From an optimization exercise on the open Yosys and OpenROAD flow, aimed at small area and a short achievable clock period; shortcuts taken in it are not production practice.
In this exercise RTL edits were held to simulation tests only and were not proved equivalent to the original.
No activity file was given, so power comes from the tool's default toggle rates.

==> flow/design.v <==
module beam_topk_sort #(
    parameter int NBEAM_IN = 64,
    parameter int BEAM     = 16,
    parameter int PWR_W    = 32
) (
    input  logic                        i_clk,
    input  logic                        i_reset_n,
    input  logic                        i_pwr_vld,
    input  logic                        i_pwr_sop,
    input  logic [PWR_W-1:0]            i_pwr_data,
    output logic [BEAM-1:0][7:0]        o_beam_idx,
    output logic [BEAM-1:0][PWR_W-1:0]  o_beam_pwr,
    output logic                        o_rbg_load,
    output logic                        o_busy,
    output logic                        o_err_sop
);
    localparam int IW = 6;                        
    localparam logic [IW-1:0] CNT_LAST_C = IW'(NBEAM_IN - 1);
    logic            collect_r;      
    logic            flush_r;        
    logic [IW-1:0]   cnt_r;          
    logic            rbg_load_r;
    logic            err_sop_r;
    logic start_s, beam_s, take_s, acc_s;
    assign start_s = i_pwr_vld &  i_pwr_sop;
    assign beam_s  = i_pwr_vld & ~i_pwr_sop;
    assign take_s  = beam_s & collect_r;          
    assign acc_s   = start_s | take_s;            
    always_ff @(posedge i_clk) begin
        if (!i_reset_n) begin
            collect_r  <= 1'b0;
            flush_r    <= 1'b0;
            cnt_r      <= '0;
            rbg_load_r <= 1'b0;
            err_sop_r  <= 1'b0;
        end else begin
            rbg_load_r <= flush_r;
            err_sop_r  <= (start_s & collect_r) | (beam_s & ~collect_r);
            if (start_s) begin
                collect_r <= 1'b1;
                flush_r   <= 1'b0;
                cnt_r     <= IW'(1);
            end else if (take_s) begin
                cnt_r     <= cnt_r + IW'(1);
                if (cnt_r == CNT_LAST_C) begin
                    collect_r <= 1'b0;
                    flush_r   <= 1'b1;
                end else begin
                    flush_r   <= 1'b0;
                end
            end else begin
                flush_r   <= 1'b0;
            end
        end
    end
    logic [BEAM-1:0][PWR_W-1:0] list_pwr_r;
    logic [BEAM-1:0][IW-1:0]    list_idx_r;
    logic [BEAM-1:0]            list_vld_r;   
    logic [PWR_W-1:0]           smp_pwr_r;    
    logic [IW-1:0]              smp_idx_r;
    logic [BEAM-1:0]            pos_ge_r;     
    logic [BEAM-1:0][PWR_W-1:0] ins_pwr_s;
    logic [BEAM-1:0][IW-1:0]    ins_idx_s;
    logic [BEAM-1:0]            ins_vld_s;
    always_comb begin
        for (int i = 0; i < BEAM; i++) begin
            if (pos_ge_r[i]) begin
                ins_pwr_s[i] = list_pwr_r[i];
                ins_idx_s[i] = list_idx_r[i];
            end else if (i == 0 || pos_ge_r[(i == 0) ? 0 : i-1]) begin
                ins_pwr_s[i] = smp_pwr_r;
                ins_idx_s[i] = smp_idx_r;
            end else begin
                ins_pwr_s[i] = list_pwr_r[(i == 0) ? 0 : i-1];
                ins_idx_s[i] = list_idx_r[(i == 0) ? 0 : i-1];
            end
        end
        if (start_s)
            ins_vld_s = '0;
        else if (pos_ge_r[BEAM-1])
            ins_vld_s = list_vld_r;
        else
            ins_vld_s = {list_vld_r[BEAM-2:0], 1'b1};
    end
    logic [BEAM-1:0] cmp_list_s;      
    logic            cmp_smp_s;       
    logic [BEAM-1:0] pos_ge_s;
    always_comb begin
        for (int i = 0; i < BEAM; i++)
            cmp_list_s[i] = list_pwr_r[i] >= i_pwr_data;
        cmp_smp_s = smp_pwr_r >= i_pwr_data;
        for (int i = 0; i < BEAM; i++) begin
            if (pos_ge_r[i])
                pos_ge_s[i] = cmp_list_s[i];
            else if (i == 0 || pos_ge_r[(i == 0) ? 0 : i-1])
                pos_ge_s[i] = cmp_smp_s;
            else
                pos_ge_s[i] = cmp_list_s[(i == 0) ? 0 : i-1];
            pos_ge_s[i] = ~acc_s | (ins_vld_s[i] & pos_ge_s[i]);
        end
    end
    always_ff @(posedge i_clk) begin
        list_pwr_r <= ins_pwr_s;
        list_idx_r <= ins_idx_s;
        list_vld_r <= ins_vld_s;
        smp_pwr_r  <= i_pwr_data;
        smp_idx_r  <= start_s ? '0 : cnt_r;
        pos_ge_r   <= pos_ge_s;
    end
    logic [BEAM-1:0][IW-1:0]    beam_idx_r;
    logic [BEAM-1:0][PWR_W-1:0] beam_pwr_r;
    always_ff @(posedge i_clk) begin
        if (!i_reset_n) begin
            for (int i = 0; i < BEAM; i++)
                beam_idx_r[i] <= IW'(i);
            beam_pwr_r <= '0;
        end else if (flush_r) begin
            beam_idx_r <= ins_idx_s;
            beam_pwr_r <= ins_pwr_s;
        end
    end
    always_comb begin
        for (int i = 0; i < BEAM; i++)
            o_beam_idx[i] = {{(8-IW){1'b0}}, beam_idx_r[i]};
    end
    assign o_beam_pwr = beam_pwr_r;
    assign o_rbg_load = rbg_load_r;
    assign o_busy     = collect_r;
    assign o_err_sop  = err_sop_r;
endmodule
==> flow/config.mk <==
export PLATFORM = sky130hd
export DESIGN_NAME = beam_topk_sort
export DESIGN_NICKNAME = beam_topk_sort
export VERILOG_FILES = /design/flow/design.v
export SDC_FILE = /design/flow/constraint.sdc
export NUM_CORES = 4
export LEC_CHECK = 0
export CAP_MARGIN = 20
export CORE_MARGIN = 2
export CORE_UTILIZATION = 45
export SETUP_SLACK_MARGIN = 1.2
export SLEW_MARGIN = 20
==> flow/constraint.sdc <==
create_clock -name core_clock -period 4.0 [get_ports {i_clk}]
set_input_delay 0.8000 -clock core_clock [delete_from_list [all_inputs] [get_ports {i_clk}]]
set_output_delay 0.8000 -clock core_clock [all_outputs]
set_load 0.01 [all_outputs]
run.sh (not shown) runs the stock make flow with config.mk's settings and CLKGATE_MAP_FILE= SYNTH_SCRIPT=/design/flow/synth_recipe.tcl, a recipe that flattens the netlist after the stock synthesis.
The starting point produced a clean layout.
==> next run, changes <==
--- a/flow/config.mk
+++ b/flow/config.mk
@@ -9,4 +9,3 @@
 export CORE_MARGIN = 2
-export CORE_UTILIZATION = 45
-export SETUP_SLACK_MARGIN = 1.2
+export CORE_UTILIZATION = 40
 export SLEW_MARGIN = 20
The changed run finished with timing, DRC and antenna clean.
Fmax is lower by about a fifth.
Non-clock buffer count is lower by 35.
Core utilization is lower by 6.7 points.
Power is lower slightly.
Final cell count is higher by a few percent.
Worst hold slack improved by 250 ps.
Synthesized cell count stays the same.
Global-route usage is lower by 3.2 points.
Clock-buffer cell count is lower by 11.
Setup slack got worse by 650 ps.
Clock power hardly moves.
==> next run, changes <==
==> flow/flow/run.sh (new file) <==
#!/bin/bash
set -euo pipefail
bash standard.sh BUFFER_PORTS_ARGS="-buffer_cell sky130_fd_sc_hd__buf_2" finish > standard_flow.log 2>&1
==> flow/standard.sh (new file) <==
#!/bin/bash
# synth_recipe.tcl (not shown) runs the flow's synth.tcl, then flattens the netlist and writes it again
# the make line also repeats each setting of config.mk as NAME=value (left out here)
make -C /OpenROAD-flow-scripts/flow DESIGN_CONFIG=/design/flow/config.mk WORK_HOME=/design/flow/orfs CLKGATE_MAP_FILE= SYNTH_SCRIPT=/design/flow/synth_recipe.tcl "${@:-finish}"
--- a/flow/config.mk
+++ b/flow/config.mk
@@ -9,3 +9,4 @@
 export CORE_MARGIN = 2
-export CORE_UTILIZATION = 40
+export CORE_UTILIZATION = 45
+export SETUP_SLACK_MARGIN = 1.2
 export SLEW_MARGIN = 20
removed: flow/run.sh
What happened: Design area shrinks by 4.5%; worst setup slack improved by 580 ps; final cell count shrinks by 2.7%; worst hold slack got worse by 340 ps; global-route usage grows by 2.6 points; register-to-register slack improved by 180 ps; total power is about the same; wire length shrinks by 1.8%; maximum frequency grows by 20%.
==> next run, changes <==
--- a/flow/config.mk
+++ b/flow/config.mk
@@ -10,3 +10,3 @@
 export CORE_UTILIZATION = 45
-export SETUP_SLACK_MARGIN = 1.2
+export SETUP_SLACK_MARGIN = 1.7
 export SLEW_MARGIN = 20
Outcome: Setup slack improved by 230 ps; fmax increases by 8.7%; die area does not change; area after synthesis stays the same; final area increases by 0.72%; utilization increases by 0.38 points; global-route usage hardly moves; sequential share of layout area decreases by 0.25 points; power stays flat; clock power stays flat.

## static timing again, ports no longer ideal
Ports are ideal in the flow. The routed layouts listed here were re-timed in OpenROAD. Step 1 (the two cells are an assumption about what drives the block):
set clk [get_ports {i_clk}]
set_driving_cell -lib_cell sky130_fd_sc_hd__clkbuf_16 $clk
set_driving_cell -lib_cell sky130_fd_sc_hd__buf_2 [delete_from_list [all_inputs] $clk]
Step 2 moves the port delays by t, midway between the first and last clock arrival at a register: inputs arrive t later, outputs are due t later. That takes back most of the time a late clock gives input paths. Three values: ideal, step 1, step 2; two values: the first two.
| run | shift t [ns] | setup slack, ns | worst setup path after step 2 | worst register clock-pin slew, ns | worst slew at a driven data input, ns |
|---|---|---|---|---|---|
| the first run | 0.847 | 1.217 / 1.228 / 0.411 | input to register | 0.07 / 0.07 | 0.14 |
| the second run | 0.851 | 0.564 / 0.545 / -0.307 | input to register | 0.07 / 0.07 | 0.10 |
| the third run | 0.861 | 1.143 / 1.205 / 0.343 | input to register | 0.06 / 0.06 | 0.15 |
| the fourth run | 0.845 | 1.373 / 1.373 / 0.566 | input to register | 0.07 / 0.07 | 0.17 |
With both steps, setup timing fails in the second run, where it was met with ideal ports. The setup slack of the second run, which loses most, moves by -0.019 ns with the drivers and by -0.871 ns with both steps.
